Source: an optimization exercise on an open RTL-to-GDS flow (aim: small area and a short achievable clock period). Production flows keep margins and buffers that such runs may drop. Only simulation tests tie the RTL to the original design; equivalence was not proved. No activity file was given, so power comes from the tool's default toggle rates.

==> run C <==
==> flow/design.v (excerpt) <==
module pwm_multi
#(
  parameter int NUM_CHANNELS  = 8,
  parameter int COUNTER_WIDTH = 32,
  localparam int ADDR_W       = $clog2(NUM_CHANNELS) + 2
) (
  input  logic                    csi_clk,
  input  logic                    rsi_reset,
  input  logic [ADDR_W-1:0]       avs_s0_address,
  input  logic                    avs_s0_read,
  input  logic                    avs_s0_write,
  input  logic [31:0]             avs_s0_writedata,
  output logic [31:0]             avs_s0_readdata,
  output logic                    ins_irq_n,
  output logic [NUM_CHANNELS-1:0] coe_conduit_output
);
==> flow/config.mk <==
export PLATFORM = sky130hd
export DESIGN_NAME = pwm_multi
export DESIGN_NICKNAME = pwm_multi
export VERILOG_FILES = /design/flow/design.v
export SDC_FILE = /design/flow/constraint.sdc
export NUM_CORES = 4
export LEC_CHECK = 0
export CAP_MARGIN = 20
export CORE_MARGIN = 2
export CORE_UTILIZATION = 50
export CTS_CLUSTER_DIAMETER = 100
export CTS_CLUSTER_SIZE = 25
export SETUP_SLACK_MARGIN = 2.3
export SLEW_MARGIN = 20
export SYNTH_HIERARCHICAL = 1
export SYNTH_MINIMUM_KEEP_SIZE = 0
==> flow/constraint.sdc <==
create_clock -name core_clock -period 5.0 [get_ports {csi_clk}]
set_input_delay 1.0000 -clock core_clock [delete_from_list [all_inputs] [get_ports {csi_clk}]]
set_output_delay 1.0000 -clock core_clock [all_outputs]
set_load 0.01 [all_outputs]
run.sh (not shown) runs the stock make flow with config.mk's settings and CLKGATE_MAP_FILE= SYNTH_SCRIPT=/design/flow/synth_recipe.tcl, a recipe that flattens the netlist after the stock synthesis.
==> run M: changes against run C <==
--- a/flow/design.v
+++ b/flow/design.v
@@ -43,15 +43,15 @@
         else              pz[l+1][i] = pz[l][i];
       end
     end
   end
   assign zl   = {pz[5][30:0], 1'b1};
   logic z_q, on_z_q, off_z_q, offa_z_q, cnt_one;
   assign zero    = z_q;
-  pwm_is_one u_one (.a_i(cnt_q), .y_o(cnt_one));
+  assign cnt_one = cnt_q[0] & ~|cnt_q[31:1];
   assign start    = ctrl_wr_i & wd_i[1] & ~running_q;
   assign stop     = ctrl_wr_i & ~wd_i[1] & running_q;
   assign act      = running_q & ~stop;
   assign load_on  = start | (act & zero & ~level_q);
   assign load_off = act & zero & level_q & ~one_shot_q;
   assign os_end   = act & zero & level_q & one_shot_q;
   assign dec      = act & ~zero;
@@ -116,20 +116,14 @@
   assign cnt_o  = cnt_q;
   assign on_o   = on_q;
   assign off_o  = off_q;
   assign ctrl_o = {invert_q, neg_flag_q, pos_flag_q, neg_en_q, pos_en_q, one_shot_q, running_q, level_q};
   assign out_o  = out_q;
   assign irq_o  = (pos_flag_d & pos_en_d) | (neg_flag_d & neg_en_d);   
 endmodule
-module pwm_is_one (
-  input  logic [31:0] a_i,
-  output logic        y_o
-);
-  assign y_o = a_i[0] & ~|a_i[31:1];
-endmodule
 module pwm_multi
 #(
   parameter int NUM_CHANNELS  = 8,
   parameter int COUNTER_WIDTH = 32,
   localparam int ADDR_W       = $clog2(NUM_CHANNELS) + 2
 ) (
   input  logic                    csi_clk,
@@ -140,102 +134,63 @@
   input  logic [31:0]             avs_s0_writedata,
   output logic [31:0]             avs_s0_readdata,
   output logic                    ins_irq_n,
   output logic [NUM_CHANNELS-1:0] coe_conduit_output
 );
   localparam int NCH = 8;
   logic [31:0] wd;
+  logic [NCH-1:0] ch_sel;
+  logic [3:0]     reg_sel;
   logic [NCH-1:0] irq_vec;
   logic [31:0]    cnt [NCH];
   logic [31:0]    on  [NCH];
   logic [31:0]    off [NCH];
   logic [7:0]     ctrl[NCH];
   logic [31:0]    readdata_q;
   logic wd_zero;
   assign wd      = avs_s0_writedata & {32{~rsi_reset}};
-  assign wd_zero = rsi_reset | ~|avs_s0_writedata;   
-  logic [NCH-1:0] cnt_wr, on_ld, off_ld, ctrl_wr;
-  logic [31:0]    rsel;      
-  logic           hold;
-  pwm_decode u_dec (
-    .rst_i   (rsi_reset),
-    .addr_i  (avs_s0_address),
-    .rd_i    (avs_s0_read),
-    .wr_i    (avs_s0_write),
-    .cnt_wr_o(cnt_wr),
-    .on_ld_o (on_ld),
-    .off_ld_o(off_ld),
-    .ctrl_wr_o(ctrl_wr),
-    .rsel_o  (rsel),
-    .hold_o  (hold)
-  );
+  assign wd_zero = ~|wd;
+  always_comb begin
+    for (int i = 0; i < NCH; i++) ch_sel[i] = (avs_s0_address[4:2] == 3'(i));
+    for (int r = 0; r < 4; r++)   reg_sel[r] = (avs_s0_address[1:0] == 2'(r));
+  end
   generate
     for (genvar g = 0; g < NCH; g++) begin : g_ch
+      logic we;
+      assign we = avs_s0_write & ch_sel[g];
       pwm_channel u_ch (
         .clk_i     (csi_clk),
         .rst_i     (rsi_reset),
         .wd_i      (wd),
         .wd_zero_i (wd_zero),
-        .cnt_wr_i  (cnt_wr[g]),
-        .on_ld_i   (on_ld[g]),
-        .off_ld_i  (off_ld[g]),
-        .ctrl_wr_i (ctrl_wr[g]),
+        .cnt_wr_i  (rsi_reset | (we & reg_sel[0])),
+        .on_ld_i   (rsi_reset | (we & reg_sel[1])),
+        .off_ld_i  (rsi_reset | (we & reg_sel[2])),
+        .ctrl_wr_i (we & reg_sel[3]),
         .cnt_o     (cnt[g]),
         .on_o      (on[g]),
         .off_o     (off[g]),
         .ctrl_o    (ctrl[g]),
         .out_o     (coe_conduit_output[g]),
         .irq_o     (irq_vec[g])
       );
     end
   endgenerate
+  logic        rd_en, hold;
   logic [31:0] rd_d;
-  logic [32*33-1:0] rd_src;
+  assign rd_en = avs_s0_read & ~rsi_reset;
+  assign hold  = ~avs_s0_read & ~rsi_reset;
   always_comb begin
+    rd_d = readdata_q & {32{hold}};
     for (int i = 0; i < NCH; i++) begin
-      rd_src[32*(4*i+0) +: 32] = cnt[i];
-      rd_src[32*(4*i+1) +: 32] = on[i];
-      rd_src[32*(4*i+2) +: 32] = off[i];
-      rd_src[32*(4*i+3) +: 32] = {24'd0, ctrl[i]};
+      rd_d = rd_d | (cnt[i]          & {32{rd_en & ch_sel[i] & reg_sel[0]}});
+      rd_d = rd_d | (on[i]           & {32{rd_en & ch_sel[i] & reg_sel[1]}});
+      rd_d = rd_d | (off[i]          & {32{rd_en & ch_sel[i] & reg_sel[2]}});
+      rd_d = rd_d | ({24'd0, ctrl[i]} & {32{rd_en & ch_sel[i] & reg_sel[3]}});
     end
-    rd_src[32*32 +: 32] = readdata_q;
   end
-  pwm_rdmux u_rdmux (.src_i(rd_src), .sel_i({hold, rsel}), .y_o(rd_d));
   always_ff @(posedge csi_clk) readdata_q <= rd_d;
   assign avs_s0_readdata = readdata_q;
   logic irq_n_q;
   always_ff @(posedge csi_clk) irq_n_q <= ~|irq_vec;
   assign ins_irq_n       = irq_n_q;
 endmodule
-module pwm_decode (
-  input  logic        rst_i,
-  input  logic [4:0]  addr_i,
-  input  logic        rd_i,
-  input  logic        wr_i,
-  output logic [7:0]  cnt_wr_o,    
-  output logic [7:0]  on_ld_o,     
-  output logic [7:0]  off_ld_o,    
-  output logic [7:0]  ctrl_wr_o,   
-  output logic [31:0] rsel_o,      
-  output logic        hold_o       
-);
-  always_comb begin
-    for (int i = 0; i < 8; i++) begin
-      cnt_wr_o[i]  = rst_i | (wr_i & (addr_i == 5'(4*i+0)));
-      on_ld_o[i]   = rst_i | (wr_i & (addr_i == 5'(4*i+1)));
-      off_ld_o[i]  = rst_i | (wr_i & (addr_i == 5'(4*i+2)));
-      ctrl_wr_o[i] = wr_i & (addr_i == 5'(4*i+3));
-    end
-    for (int k = 0; k < 32; k++) rsel_o[k] = rd_i & ~rst_i & (addr_i == 5'(k));
-    hold_o = ~rd_i & ~rst_i;
-  end
-endmodule
-module pwm_rdmux (
-  input  logic [32*33-1:0] src_i,
-  input  logic [32:0]      sel_i,
-  output logic [31:0]      y_o
-);
-  always_comb begin
-    y_o = '0;
-    for (int k = 0; k < 33; k++) y_o = y_o | (src_i[32*k +: 32] & {32{sel_i[k]}});
-  end
-endmodule
--- a/flow/config.mk
+++ b/flow/config.mk
@@ -6,11 +6,10 @@
 export NUM_CORES = 4
 export LEC_CHECK = 0
 export CAP_MARGIN = 20
 export CORE_MARGIN = 2
 export CORE_UTILIZATION = 50
 export CTS_CLUSTER_DIAMETER = 100
 export CTS_CLUSTER_SIZE = 25
+export GPL_ROUTABILITY_DRIVEN = 0
 export SETUP_SLACK_MARGIN = 2.3
 export SLEW_MARGIN = 20
-export SYNTH_HIERARCHICAL = 1
-export SYNTH_MINIMUM_KEEP_SIZE = 0
==> comparison table <==
| quantity | run M | run C |
|---|---|---|
| Pin count of the biggest net entering global routing | 36 | 68 |
| Detailed route wirelength on metal3 | 43900 um | 38000 um |
| Pre-antenna DRT Iters | 13 | 8 |
| # fillers | 7803 | 8818 |
| WHS | 0.426 ns | 0.430 ns |
| Most crowded layer after global routing | met2 | met1 |
| Wire length of the first global-routing pass | 323000 um | 317000 um |
| Status | finished clean | finished clean |
| Number of warnings printed during yosys synthesis | 7 | 15 |
| Layout buffering overhead excluding clock cells | 0.0831 | 0.0596 |
| Number of cells in the design after placement | 5245 | 5785 |
| Clock buffers | 94 | 91 |
| Switching power of the nets | 4.85 mW | 5.46 mW |
| Final Non-Filler Cells | 5504 | 6001 |
| Post-Synth Simple-Gate Area | 0.108 | 0.143 |
| Sequential Power Share | 0.622 | 0.625 |
| Terminating pin of the worst hold path | g_ch[5].u_ch.offa_z_q | g_ch[7].u_ch.offa_z_q |
| Floorplan die width | 316 um | 329 um |
| Met1 Track Usage GR | 0.601 | 0.599 |
| Fraction of area in registers | 0.544 | 0.521 |

==> inputs of trial 26 <==
==> flow/design.v <==
package pwm_multi_pkg;
  localparam logic [1:0] REG_COUNT = 2'd0;
  localparam logic [1:0] REG_ON    = 2'd1;
  localparam logic [1:0] REG_OFF   = 2'd2;
  localparam logic [1:0] REG_CTRL  = 2'd3;
  localparam int CTRL_LEVEL      = 0;
  localparam int CTRL_RUNNING    = 1;
  localparam int CTRL_ONE_SHOT   = 2;
  localparam int CTRL_POS_IRQ_EN = 3;
  localparam int CTRL_NEG_IRQ_EN = 4;
  localparam int CTRL_POS_FLAG   = 5;
  localparam int CTRL_NEG_FLAG   = 6;
  localparam int CTRL_INVERT     = 7;
endpackage
module pwm_channel (
  input  logic        clk_i,
  input  logic        rst_i,
  input  logic [31:0] wd_i,        
  input  logic        wd_zero_i,   
  input  logic        cnt_wr_i,    
  input  logic        on_ld_i,     
  input  logic        off_ld_i,    
  input  logic        ctrl_wr_i,   
  output logic [31:0] cnt_o,
  output logic [31:0] on_o,
  output logic [31:0] off_o,
  output logic [7:0]  ctrl_o,
  output logic        out_o,
  output logic        irq_o        
);
  logic [31:0] cnt_q, on_q, off_q, offa_q;
  logic level_q, running_q, one_shot_q, pos_en_q, neg_en_q, pos_flag_q, neg_flag_q, invert_q;
  logic        zero;
  logic [31:0] zl;         
  logic        start, stop, act, load_on, load_off, dec, os_end;
  logic        s_on, s_off, s_cnt;
  logic [31:0] pz [6];
  always_comb begin
    pz[0] = ~cnt_q;
    for (int l = 0; l < 5; l++) begin
      for (int i = 0; i < 32; i++) begin
        if ((i >> l) & 1) pz[l+1][i] = pz[l][i] & pz[l][((i >> l) << l) - 1];
        else              pz[l+1][i] = pz[l][i];
      end
    end
  end
  assign zl   = {pz[5][30:0], 1'b1};
  logic z_q, on_z_q, off_z_q, offa_z_q, cnt_one;
  assign zero    = z_q;
  assign cnt_one = cnt_q[0] & ~|cnt_q[31:1];
  assign start    = ctrl_wr_i & wd_i[1] & ~running_q;
  assign stop     = ctrl_wr_i & ~wd_i[1] & running_q;
  assign act      = running_q & ~stop;
  assign load_on  = start | (act & zero & ~level_q);
  assign load_off = act & zero & level_q & ~one_shot_q;
  assign os_end   = act & zero & level_q & one_shot_q;
  assign dec      = act & ~zero;
  assign s_on  = ~cnt_wr_i & load_on;
  assign s_off = ~cnt_wr_i & load_off;
  assign s_cnt = ~cnt_wr_i & ~start;
  logic [31:0] cnt_d;
  assign cnt_d = ({32{cnt_wr_i}} & wd_i) | ({32{s_on}} & on_q) | ({32{s_off}} & offa_q) |
                 ({32{s_cnt}} & (cnt_q ^ ({32{dec}} & zl)));
  logic z_d;
  always_comb begin
    if (cnt_wr_i)   z_d = wd_zero_i;
    else if (s_on)  z_d = on_z_q;
    else if (s_off) z_d = offa_z_q;
    else if (dec)   z_d = cnt_one;
    else            z_d = z_q;
  end
  always_ff @(posedge clk_i) begin
    cnt_q <= cnt_d;
    z_q   <= z_d;
    if (on_ld_i)  on_z_q  <= wd_zero_i;
    if (off_ld_i) off_z_q <= wd_zero_i;
    if (!level_q) offa_z_q <= off_z_q;
    if (on_ld_i)  on_q  <= wd_i;
    if (off_ld_i) off_q <= wd_i;
    if (!level_q) offa_q <= off_q;
  end
  logic level_d, running_d, one_shot_d, pos_en_d, neg_en_d, pos_flag_d, neg_flag_d, invert_d;
  logic out_q;
  always_comb begin
    level_d    = load_on | (level_q & ~(stop | load_off | os_end));
    running_d  = ctrl_wr_i ? wd_i[1] : running_q;
    one_shot_d = ctrl_wr_i ? wd_i[2] : one_shot_q;
    pos_en_d   = ctrl_wr_i ? wd_i[3] : pos_en_q;
    neg_en_d   = ctrl_wr_i ? wd_i[4] : neg_en_q;
    invert_d   = ctrl_wr_i ? wd_i[7] : invert_q;
    pos_flag_d = load_on | (pos_flag_q & ~(ctrl_wr_i & wd_i[5]));
    neg_flag_d = load_off | os_end | (neg_flag_q & ~(ctrl_wr_i & wd_i[6]));
    if (os_end) running_d = 1'b0;
    if (rst_i) begin
      level_d    = 1'b0;
      running_d  = 1'b0;
      one_shot_d = 1'b0;
      pos_en_d   = 1'b0;
      neg_en_d   = 1'b0;
      pos_flag_d = 1'b0;
      neg_flag_d = 1'b0;
      invert_d   = 1'b0;
    end
  end
  always_ff @(posedge clk_i) begin
    level_q    <= level_d;
    running_q  <= running_d;
    one_shot_q <= one_shot_d;
    pos_en_q   <= pos_en_d;
    neg_en_q   <= neg_en_d;
    pos_flag_q <= pos_flag_d;
    neg_flag_q <= neg_flag_d;
    invert_q   <= invert_d;
    out_q      <= level_d ^ invert_d;
  end
  assign cnt_o  = cnt_q;
  assign on_o   = on_q;
  assign off_o  = off_q;
  assign ctrl_o = {invert_q, neg_flag_q, pos_flag_q, neg_en_q, pos_en_q, one_shot_q, running_q, level_q};
  assign out_o  = out_q;
  assign irq_o  = (pos_flag_d & pos_en_d) | (neg_flag_d & neg_en_d);   
endmodule
module pwm_multi
#(
  parameter int NUM_CHANNELS  = 8,
  parameter int COUNTER_WIDTH = 32,
  localparam int ADDR_W       = $clog2(NUM_CHANNELS) + 2
) (
  input  logic                    csi_clk,
  input  logic                    rsi_reset,
  input  logic [ADDR_W-1:0]       avs_s0_address,
  input  logic                    avs_s0_read,
  input  logic                    avs_s0_write,
  input  logic [31:0]             avs_s0_writedata,
  output logic [31:0]             avs_s0_readdata,
  output logic                    ins_irq_n,
  output logic [NUM_CHANNELS-1:0] coe_conduit_output
);
  localparam int NCH = 8;
  logic [31:0] wd;
  logic [NCH-1:0] ch_sel;
  logic [3:0]     reg_sel;
  logic [NCH-1:0] irq_vec;
  logic [31:0]    cnt [NCH];
  logic [31:0]    on  [NCH];
  logic [31:0]    off [NCH];
  logic [7:0]     ctrl[NCH];
  logic [31:0]    readdata_q;
  logic wd_zero;
  assign wd      = avs_s0_writedata & {32{~rsi_reset}};
  assign wd_zero = ~|wd;
  always_comb begin
    for (int i = 0; i < NCH; i++) ch_sel[i] = (avs_s0_address[4:2] == 3'(i));
    for (int r = 0; r < 4; r++)   reg_sel[r] = (avs_s0_address[1:0] == 2'(r));
  end
  generate
    for (genvar g = 0; g < NCH; g++) begin : g_ch
      logic we;
      assign we = avs_s0_write & ch_sel[g];
      pwm_channel u_ch (
        .clk_i     (csi_clk),
        .rst_i     (rsi_reset),
        .wd_i      (wd),
        .wd_zero_i (wd_zero),
        .cnt_wr_i  (rsi_reset | (we & reg_sel[0])),
        .on_ld_i   (rsi_reset | (we & reg_sel[1])),
        .off_ld_i  (rsi_reset | (we & reg_sel[2])),
        .ctrl_wr_i (we & reg_sel[3]),
        .cnt_o     (cnt[g]),
        .on_o      (on[g]),
        .off_o     (off[g]),
        .ctrl_o    (ctrl[g]),
        .out_o     (coe_conduit_output[g]),
        .irq_o     (irq_vec[g])
      );
    end
  endgenerate
  logic        rd_en, hold;
  logic [31:0] rd_d;
  assign rd_en = avs_s0_read & ~rsi_reset;
  assign hold  = ~avs_s0_read & ~rsi_reset;
  always_comb begin
    rd_d = readdata_q & {32{hold}};
    for (int i = 0; i < NCH; i++) begin
      rd_d = rd_d | (cnt[i]          & {32{rd_en & ch_sel[i] & reg_sel[0]}});
      rd_d = rd_d | (on[i]           & {32{rd_en & ch_sel[i] & reg_sel[1]}});
      rd_d = rd_d | (off[i]          & {32{rd_en & ch_sel[i] & reg_sel[2]}});
      rd_d = rd_d | ({24'd0, ctrl[i]} & {32{rd_en & ch_sel[i] & reg_sel[3]}});
    end
  end
  always_ff @(posedge csi_clk) readdata_q <= rd_d;
  assign avs_s0_readdata = readdata_q;
  logic irq_n_q;
  always_ff @(posedge csi_clk) irq_n_q <= ~|irq_vec;
  assign ins_irq_n       = irq_n_q;
endmodule
==> flow/flow/run.sh <==
#!/bin/bash
# Own flow: the standard layout (standard.sh), with one change: ABC maps the combinational
# logic with a delay-targeted script (flow/abc_speed.script) instead of ORFS's default one.
# Synthesis is otherwise the standard one (same Yosys passes, same registers and names).
set -euo pipefail
W=$(pwd)
# A copy of ORFS's scripts with only abc_speed.script replaced.
rm -rf "$W/scripts_abc"
cp -r "$FLOW_HOME/scripts" "$W/scripts_abc"
cp "$W/flow/abc_speed.script" "$W/scripts_abc/abc_speed.script"
bash "$W/standard.sh" SCRIPTS_DIR="$W/scripts_abc" finish > "$W/flow_make.log" 2>&1
test -f "$W/out/final.def"
==> flow/flow/abc_speed.script <==
strash
dch
map -D 1200
topo
buffer -p
upsize -D 1200
dnsize -D 1200
==> flow/standard.sh <==
#!/bin/bash
# synth_recipe.tcl (not shown) runs the flow's synth.tcl, then flattens the netlist and writes it again
# the make line also repeats each setting of config.mk as NAME=value (left out here)
make -C /OpenROAD-flow-scripts/flow DESIGN_CONFIG=/design/flow/config.mk WORK_HOME=/design/flow/orfs CLKGATE_MAP_FILE= SYNTH_SCRIPT=/design/flow/synth_recipe.tcl "${@:-finish}"
==> flow/config.mk <==
export PLATFORM = sky130hd
export DESIGN_NAME = pwm_multi
export DESIGN_NICKNAME = pwm_multi
export VERILOG_FILES = /design/flow/design.v
export SDC_FILE = /design/flow/constraint.sdc
export NUM_CORES = 4
export LEC_CHECK = 0
export CAP_MARGIN = 20
export CORE_MARGIN = 2
export CORE_UTILIZATION = 45
export CTS_CLUSTER_DIAMETER = 60
export CTS_CLUSTER_SIZE = 20
export SETUP_SLACK_MARGIN = 2.5
export SLEW_MARGIN = 20
==> flow/constraint.sdc <==
create_clock -name core_clock -period 5.0 [get_ports {csi_clk}]
set_input_delay 1.0000 -clock core_clock [delete_from_list [all_inputs] [get_ports {csi_clk}]]
set_output_delay 1.0000 -clock core_clock [all_outputs]
set_load 0.01 [all_outputs]
==> trial 32: changes against trial 26 <==
--- a/flow/config.mk
+++ b/flow/config.mk
@@ -9,6 +9,6 @@
 export CORE_MARGIN = 2
-export CORE_UTILIZATION = 45
-export CTS_CLUSTER_DIAMETER = 60
-export CTS_CLUSTER_SIZE = 20
-export SETUP_SLACK_MARGIN = 2.5
+export CORE_UTILIZATION = 50
+export CTS_CLUSTER_DIAMETER = 100
+export CTS_CLUSTER_SIZE = 25
+export SETUP_SLACK_MARGIN = 2.3
 export SLEW_MARGIN = 20
==> trial 75: changes against trial 26 <==
--- a/flow/design.v
+++ b/flow/design.v
@@ -150,3 +150,3 @@
   assign wd      = avs_s0_writedata & {32{~rsi_reset}};
-  assign wd_zero = ~|wd;
+  assign wd_zero = rsi_reset | ~|avs_s0_writedata;   
   always_comb begin
==> flow/run.sh (new file) <==
#!/bin/bash
# synth_recipe.tcl (not shown) runs the flow's synth.tcl, then flattens the netlist and writes it again
# the make line also repeats each setting of config.mk as NAME=value (left out here)
make -C /OpenROAD-flow-scripts/flow DESIGN_CONFIG=/design/flow/config.mk WORK_HOME=/design/flow/orfs CLKGATE_MAP_FILE= SYNTH_SCRIPT=/design/flow/synth_recipe.tcl finish
--- a/flow/config.mk
+++ b/flow/config.mk
@@ -9,6 +9,6 @@
 export CORE_MARGIN = 2
-export CORE_UTILIZATION = 45
-export CTS_CLUSTER_DIAMETER = 60
-export CTS_CLUSTER_SIZE = 20
-export SETUP_SLACK_MARGIN = 2.5
+export CORE_UTILIZATION = 50
+export CTS_CLUSTER_DIAMETER = 100
+export CTS_CLUSTER_SIZE = 25
+export SETUP_SLACK_MARGIN = 2.4
 export SLEW_MARGIN = 20
removed: flow/flow/run.sh
removed: flow/flow/abc_speed.script
removed: flow/standard.sh
==> flow_summary.ini <==
[logic_synthesis]
ys_types = 60

[run_status]
status = timing/DRC/antenna clean

[die]
row_count = 115

[worst_setup_path]
cp.depth = 11
r2r_slack_ns = 2.40
r2r-end = g_ch[2].u_ch.cnt_q[23]
critPathBufInv = 5
r2r_start = g_ch[2].u_ch.cnt_q[2]

[global_route]
grt_pass1_wl_mm = 316
grt_usage_pct = 44.4

[pwr]
p_clk_w = 0.00537

[placed_design]
place.gp.congestion = 1.09

[drt]
detail_route.iter0.violations = 8420

[layout]
n_antenna_cell = 4
the above is filed under trial 32

==> flow_summary.ini <==
[global_route]
grt_pass1_wl_mm = 331

[worst_setup_path]
r2r-end = g_ch[6].u_ch.z_q
r2r_slack_ns = 2.17
cp.depth = 6

[run_status]
status = timing/DRC/antenna clean

[pwr]
p_clk_w = 0.00536

[layout]
n_antenna_cell = 13
the above is filed under trial 75

==> flow_summary.ini <==
[run_status]
status = timing/DRC/antenna clean

[placed_design]
place.gp.congestion = 1.09

[global_route]
grt_pass1_wl_mm = 318
busiest_layer = met1

[worst_setup_path]
critPathBufInv = 4
cp.depth = 11
r2r_start = g_ch[1].u_ch.level_q
r2r-end = readdata_q[0]

[die]
row_count = 122

[pwr]
power.density_nw_per_um2 = 363
p_clk_w = 0.00903

[logic_synthesis]
ys_types = 60
the above is filed under trial 26

## what the ideal ports hide
The flow's constraints put no driver on any port. The routed layouts listed below were extracted and timed again, unchanged, in two steps. Step 1: set_driving_cell puts a clkbuf_16 on csi_clk and a buf_2 on each other input, an assumption about the parent block. Step 2 moves the port delays by t, midway between the first and last clock arrival at a register: inputs arrive t later, outputs are due t later. That takes back most of the time a late clock gives input paths. Three values: ideal ports, drivers, drivers and shift; two values: the first two.
| run | t, ns | setup slack, ns | worst setup path after step 2 | worst register clock-pin slew, ns |
|---|---|---|---|---|
| run C | 0.788 | 2.179 / 2.081 / 1.293 | input to register | 0.12 / 0.12 |
| run M | 0.768 | 2.212 / 2.072 / 1.304 | input to register | 0.12 / 0.12 |
| trial 26 | 0.784 | 2.220 / 2.122 / 1.339 | input to register | 0.08 / 0.08 |
| trial 32 | 0.783 | 2.183 / 2.221 / 1.438 | input to register | 0.12 / 0.12 |
| trial 75 | 0.809 | 2.168 / 2.168 / 1.454 | input to register | 0.12 / 0.12 |
After both steps setup and hold are still met in every run listed. For run M, which loses most, drivers alone change the setup slack by -0.140 ns; drivers and shift together by -0.908 ns.
